Source: an optimization exercise on an open RTL-to-GDS flow (aim: small area, a short achievable clock period and few clock cycles per item). Production flows keep margins and buffers that such runs may drop.
Where RTL was checked, it was by simulation tests only, not by an equivalence proof against the original.
Power figures rest on the tool's default switching activity, not on a simulated workload.

old:
==> flow/design.v <==
`default_nettype none
module priority_sjf_aging_scheduler (
   input  wire        clock,
   input  wire        reset,
   input  wire        req_valid,
   output wire        req_ready,
   input  wire        req_opcode,
   input  wire [3:0]  req_slot,
   input  wire [7:0]  req_task_id,
   input  wire [15:0] req_arrive_at,
   input  wire [15:0] req_burst_length,
   input  wire [3:0]  req_initial_priority,
   output wire        rsp_valid,
   input  wire        rsp_ready,
   output wire [15:0] rsp_tick_time,
   output wire        rsp_idle,
   output wire [3:0]  rsp_running_slot,
   output wire [7:0]  rsp_running_id,
   output wire        rsp_context_switch,
   output wire        rsp_first_run,
   output wire        rsp_finished,
   output wire [15:0] rsp_finish_tick,
   output wire        rsp_all_done,
   output wire [15:0] rsp_switch_count,
   input  wire        csr_valid,
   output wire        csr_ready,
   input  wire [1:0]  csr_index,
   input  wire [15:0] csr_data
);
   localparam integer NS = 16;
   function automatic logic [1:0] cmp16(logic [15:0] a, logic [15:0] b);
      logic [15:0] l, e;
      l = ~a & b;
      e = ~(a ^ b);
      for (int w = 1; w < 16; w = w * 2) begin
         for (int k = 0; k < 16; k = k + 2 * w) begin
            l[k] = l[k+w] | (e[k+w] & l[k]);
            e[k] = e[k+w] & e[k];
         end
      end
      cmp16 = {l[0], e[0]};
   endfunction
   logic [7:0]  id_q   [NS];
   logic [15:0] mk_q   [NS];    
   logic [15:0] rem_q  [NS];
   logic [3:0]  pr_q   [NS];
   logic [NS-1:0] pend_q, queued_q, started_q, ok_q;
   logic [NS-1:0] le_q [NS];    
   logic [15:0] now_q;
   logic [15:0] sw_total_q;
   logic [7:0]  prev_id_q;       
   logic        busy_q;
   logic [15:0] thr_q;
   logic [3:0]  boost_q;
   logic        rsp_valid_q;
   logic [3:0]  r_slot_q;
   logic        r_sw_q, r_first_q, r_fin_q, r_done_q, r_tsat_q;
   logic out_free, tick_go, load_go;
   assign out_free  = !rsp_valid_q || rsp_ready;
   assign req_ready = out_free;
   assign csr_ready = 1'b1;
   assign tick_go   = req_valid && out_free && req_opcode;
   assign load_go   = req_valid && out_free && !req_opcode;
   logic        now_max;
   logic [15:0] now_next;
   logic        thr0, thr_le_d;
   logic [15:0] thr_eff;
   logic [16:0] x_tick, x_idle;
   logic [15:0] xg;
   logic        xg_ok;
   logic [4:0]  boost1;
   logic        ld_arr_ok;
   assign now_max   = (now_q == 16'hFFFF);
   assign now_next  = now_max ? now_q : now_q + 16'd1;
   assign thr0      = (thr_q == 16'd0);
   assign thr_le_d  = thr0 || ((thr_q == 16'd1) && !now_max);
   assign thr_eff   = (csr_valid && csr_index == 2'd0) ? csr_data : thr_q;
   assign x_tick    = {1'b0, now_next} - {1'b0, thr_q};
   assign x_idle    = {1'b0, now_q} - {1'b0, thr_eff};
   assign xg        = tick_go ? x_tick[15:0] : x_idle[15:0];
   assign xg_ok     = tick_go ? !x_tick[16] : !x_idle[16];
   assign boost1    = {1'b0, boost_q} + 5'd1;
   assign ld_arr_ok = (req_arrive_at <= now_q);
   logic [NS-1:0] adm, q1, age;
   logic [3:0]    pr2 [NS];
   always_comb begin
      for (int i = 0; i < NS; i++) begin
         adm[i] = pend_q[i] && !queued_q[i] && ok_q[i];
         q1[i]  = queued_q[i] || adm[i];
         age[i] = (pr_q[i] > 4'd1) &&
                  ((queued_q[i] && ok_q[i]) || (adm[i] && thr0));
         if (!age[i])
            pr2[i] = pr_q[i];
         else if ({1'b0, pr_q[i]} > boost1)
            pr2[i] = pr_q[i] - boost_q;
         else
            pr2[i] = 4'd1;
      end
   end
   logic [NS-1:0] best_pr, win;
   always_comb begin
      logic [NS-1:0] z;
      best_pr = q1;
      for (int b = 3; b >= 0; b--) begin
         for (int i = 0; i < NS; i++)
            z[i] = best_pr[i] && !pr2[i][b];
         if (z != '0)
            best_pr = z;
      end
      for (int i = 0; i < NS; i++) begin
         win[i] = best_pr[i];
         for (int j = 0; j < NS; j++) begin
            if (j < i)
               win[i] = win[i] && (!best_pr[j] || !le_q[j][i]);
            else if (j > i)
               win[i] = win[i] && (!best_pr[j] || le_q[i][j]);
         end
      end
   end
   logic        found, fin, sw, all_done, first;
   logic [3:0]  sel;
   logic [15:0] sel_rem, rem_dec;
   logic [7:0]  sel_id;
   logic [NS-1:0] pend_after;
   always_comb begin
      sel     = '0;
      sel_rem = '0;
      sel_id  = '0;
      for (int i = 0; i < NS; i++) begin
         if (win[i]) begin
            sel     = sel | 4'(i);
            sel_rem = sel_rem | rem_q[i];
            sel_id  = sel_id | id_q[i];
         end
      end
   end
   assign found   = (q1 != '0);
   assign rem_dec = sel_rem - 16'd1;
   assign fin     = (sel_rem == 16'd1);
   assign sw      = busy_q && found && (prev_id_q != sel_id);
   assign first   = (win & ~started_q) != '0;
   assign pend_after = pend_q & ~(win & {NS{fin}});
   assign all_done   = (pend_after == '0);
   logic [15:0]   cv;
   logic [NS-1:0] chg, c_lt, c_eq;
   logic          c_en;
   assign cv   = tick_go ? rem_dec : req_burst_length;
   assign c_en = tick_go || load_go;
   always_comb begin
      for (int i = 0; i < NS; i++) begin
         chg[i] = tick_go ? win[i] : (req_slot == 4'(i));
         {c_lt[i], c_eq[i]} = cmp16(rem_q[i], cv);
      end
   end
   always_ff @(posedge clock) begin
      for (int i = 0; i < NS; i++) begin
         for (int j = i + 1; j < NS; j++) begin
            if (c_en && chg[i])
               le_q[i][j] <= !c_lt[j];               
            else if (c_en && chg[j])
               le_q[i][j] <= c_lt[i] || c_eq[i];     
         end
      end
   end
   always_ff @(posedge clock) begin
      for (int i = 0; i < NS; i++) begin
         if (load_go && req_slot == 4'(i)) begin
            id_q[i]  <= req_task_id;
            mk_q[i]  <= req_arrive_at;
            rem_q[i] <= req_burst_length;
            pr_q[i]  <= req_initial_priority;
         end else if (tick_go) begin
            pr_q[i] <= pr2[i];
            if (win[i]) begin
               rem_q[i] <= rem_dec;
               mk_q[i]  <= now_next;
            end else if (adm[i] || age[i]) begin
               mk_q[i]  <= now_q;
            end
         end
      end
   end
   always_ff @(posedge clock) begin
      for (int i = 0; i < NS; i++) begin
         if (load_go && req_slot == 4'(i)) begin
            started_q[i] <= 1'b0;
            ok_q[i]      <= ld_arr_ok;
         end else if (tick_go) begin
            started_q[i] <= started_q[i] || win[i];
            if (!q1[i])
               ok_q[i] <= ok_q[i] || (mk_q[i] == now_next);
            else if (win[i])
               ok_q[i] <= thr0;
            else if (adm[i] || age[i])
               ok_q[i] <= thr_le_d;
            else
               ok_q[i] <= xg_ok && (mk_q[i] <= xg);
         end else if (queued_q[i]) begin
            ok_q[i] <= xg_ok && (mk_q[i] <= xg);
         end
      end
   end
   always_ff @(posedge clock) begin
      if (reset) begin
         pend_q   <= '0;
         queued_q <= '0;
      end else begin
         for (int i = 0; i < NS; i++) begin
            if (load_go && req_slot == 4'(i)) begin
               pend_q[i]   <= (req_burst_length != 16'd0);
               queued_q[i] <= 1'b0;
            end else if (tick_go) begin
               pend_q[i]   <= pend_after[i];
               queued_q[i] <= q1[i] && !(win[i] && fin);
            end
         end
      end
   end
   always_ff @(posedge clock) begin
      if (reset) begin
         now_q       <= '0;
         sw_total_q  <= '0;
         prev_id_q   <= '0;
         busy_q      <= 1'b0;
         rsp_valid_q <= 1'b0;
      end else begin
         if (tick_go) begin
            now_q     <= now_next;
            busy_q    <= found;
            prev_id_q <= sel_id;
            if (sw && sw_total_q != 16'hFFFF)
               sw_total_q <= sw_total_q + 16'd1;
            rsp_valid_q <= 1'b1;
         end else if (rsp_ready) begin
            rsp_valid_q <= 1'b0;
         end
      end
   end
   always_ff @(posedge clock) begin
      if (tick_go) begin
         r_slot_q  <= sel;
         r_sw_q    <= sw;
         r_first_q <= first;
         r_fin_q   <= found && fin;
         r_done_q  <= all_done;
         r_tsat_q  <= now_max;
      end
   end
   always_ff @(posedge clock) begin
      if (reset) begin
         thr_q   <= 16'd15;
         boost_q <= 4'd1;
      end else if (csr_valid) begin
         if (csr_index == 2'd0) thr_q   <= csr_data;
         if (csr_index == 2'd1) boost_q <= csr_data[3:0];
      end
   end
   assign rsp_valid          = rsp_valid_q;
   assign rsp_tick_time      = r_tsat_q ? now_q : now_q - 16'd1;
   assign rsp_idle           = !busy_q;
   assign rsp_running_slot   = r_slot_q;
   assign rsp_running_id     = prev_id_q;
   assign rsp_context_switch = r_sw_q;
   assign rsp_first_run      = r_first_q;
   assign rsp_finished       = r_fin_q;
   assign rsp_finish_tick    = r_fin_q ? now_q : 16'd0;
   assign rsp_all_done       = r_done_q;
   assign rsp_switch_count   = sw_total_q;
endmodule
`default_nettype wire
export LEC_CHECK = 0
export ABC_AREA = 1
export CAP_MARGIN = 20
export CORE_MARGIN = 2
export CORE_UTILIZATION = 40
export PLACE_DENSITY = 0.6
export SLEW_MARGIN = 20
create_clock -name core_clock -period 10.0 [get_ports {clock}]
run.sh (not shown) runs the stock make flow with config.mk's settings and CLKGATE_MAP_FILE= SYNTH_SCRIPT=/design/flow/synth_recipe.tcl, a recipe that flattens the netlist after the stock synthesis.
--- input diff old..new ---
-- flow/design.v --
<<< old, line 52
   logic        busy_q;
   logic [15:0] thr_q;
   logic [3:0]  boost_q;
   logic        rsp_valid_q;
>>> new, line 52
   logic        busy_q;
   logic [15:0] thr_q;
   logic        thr0_q, thr1_q;   
   logic [3:0]  boost_q;
   logic        rsp_valid_q;
<<< old, line 73
   assign now_max   = (now_q == 16'hFFFF);
   assign now_next  = now_max ? now_q : now_q + 16'd1;
   assign thr0      = (thr_q == 16'd0);
   assign thr_le_d  = thr0 || ((thr_q == 16'd1) && !now_max);
   assign thr_eff   = (csr_valid && csr_index == 2'd0) ? csr_data : thr_q;
   assign x_tick    = {1'b0, now_next} - {1'b0, thr_q};
>>> new, line 74
   assign now_max   = (now_q == 16'hFFFF);
   assign now_next  = now_max ? now_q : now_q + 16'd1;
   assign thr0      = thr0_q;
   assign thr_le_d  = thr0_q || (thr1_q && !now_max);
   assign thr_eff   = (csr_valid && csr_index == 2'd0) ? csr_data : thr_q;
   assign x_tick    = {1'b0, now_next} - {1'b0, thr_q};
<<< old, line 163
      end
   end
   always_ff @(posedge clock) begin
      for (int i = 0; i < NS; i++) begin
         if (load_go && req_slot == 4'(i)) begin
            id_q[i]  <= req_task_id;
            mk_q[i]  <= req_arrive_at;
            rem_q[i] <= req_burst_length;
            pr_q[i]  <= req_initial_priority;
         end else if (tick_go) begin
            pr_q[i] <= pr2[i];
            if (win[i]) begin
               rem_q[i] <= rem_dec;
               mk_q[i]  <= now_next;
            end else if (adm[i] || age[i]) begin
               mk_q[i]  <= now_q;
            end
         end
      end
   end
>>> new, line 164
      end
   end
   logic [15:0] mkv;
   assign mkv = tick_go ? now_q : req_arrive_at;
   always_ff @(posedge clock) begin
      for (int i = 0; i < NS; i++) begin
         if (load_go && req_slot == 4'(i))
            id_q[i] <= req_task_id;
         if (c_en && chg[i])
            rem_q[i] <= cv;
         if (tick_go && win[i])
            mk_q[i] <= now_next;
         else if ((load_go && req_slot == 4'(i)) || (tick_go && (adm[i] || age[i])))
            mk_q[i] <= mkv;
         if (load_go && req_slot == 4'(i))
            pr_q[i] <= req_initial_priority;
         else if (tick_go)
            pr_q[i] <= pr2[i];
      end
   end
<<< old, line 250
      if (reset) begin
         thr_q   <= 16'd15;
         boost_q <= 4'd1;
      end else if (csr_valid) begin
         if (csr_index == 2'd0) thr_q   <= csr_data;
         if (csr_index == 2'd1) boost_q <= csr_data[3:0];
      end
>>> new, line 251
      if (reset) begin
         thr_q   <= 16'd15;
         thr0_q  <= 1'b0;
         thr1_q  <= 1'b0;
         boost_q <= 4'd1;
      end else if (csr_valid) begin
         if (csr_index == 2'd0) begin
            thr_q  <= csr_data;
            thr0_q <= (csr_data == 16'd0);
            thr1_q <= (csr_data == 16'd1);
         end
         if (csr_index == 2'd1) boost_q <= csr_data[3:0];
      end
==> comparison <==
Every run in the comparison, new and old, completed the flow with a clean layout. Number of sequential cells of old is on par with new. new ends up with lower setup slack after placement than old does. Min via count across new and old: new. All-layer global routing usage, new and old, lower one = new. Synthesized cell count ends up higher on old. Between old and new, the flow reports internal power summed over all cells decreasing by more than 10%. Timing-limited maximum frequency: new better than old. new: cell count is about 10% lower than what old reported. Re sequential share of layout area: new is 2.9 points up on old.
Testbench counts of new, summed over its fixed seeds: cycles 24,051, ticks 19,485.
Only the layout flow was run in old; the RTL was not checked for function there.

==> separate check: timing with driven ports <==
In the flow no input, the clock included, has a driving cell. The finished layouts below were timed again as built, in two steps.
Step 1, drivers: a clkbuf_16 drives clock and a buf_2 each remaining input, both assumed.
Step 2 adds t to the input delays and takes it off the output delays; t is the mean of the earliest and latest rising clock arrival at the registers after step 1. Input paths then give back, and output paths get back, about the clock's delay inside the block.
Three values: ideal, step 1, step 2; two values: the first two.
| run | t, ns | setup slack, ns | latest minus earliest clock arrival (ns) |
|---|---|---|---|
| old | 0.871 | 0.367 / 0.367 / 0.367 | 0.052 / 0.053 |
| new | 0.843 | 0.490 / 0.490 / 0.490 | 0.053 / 0.053 |
After both steps every run listed still meets setup and hold.
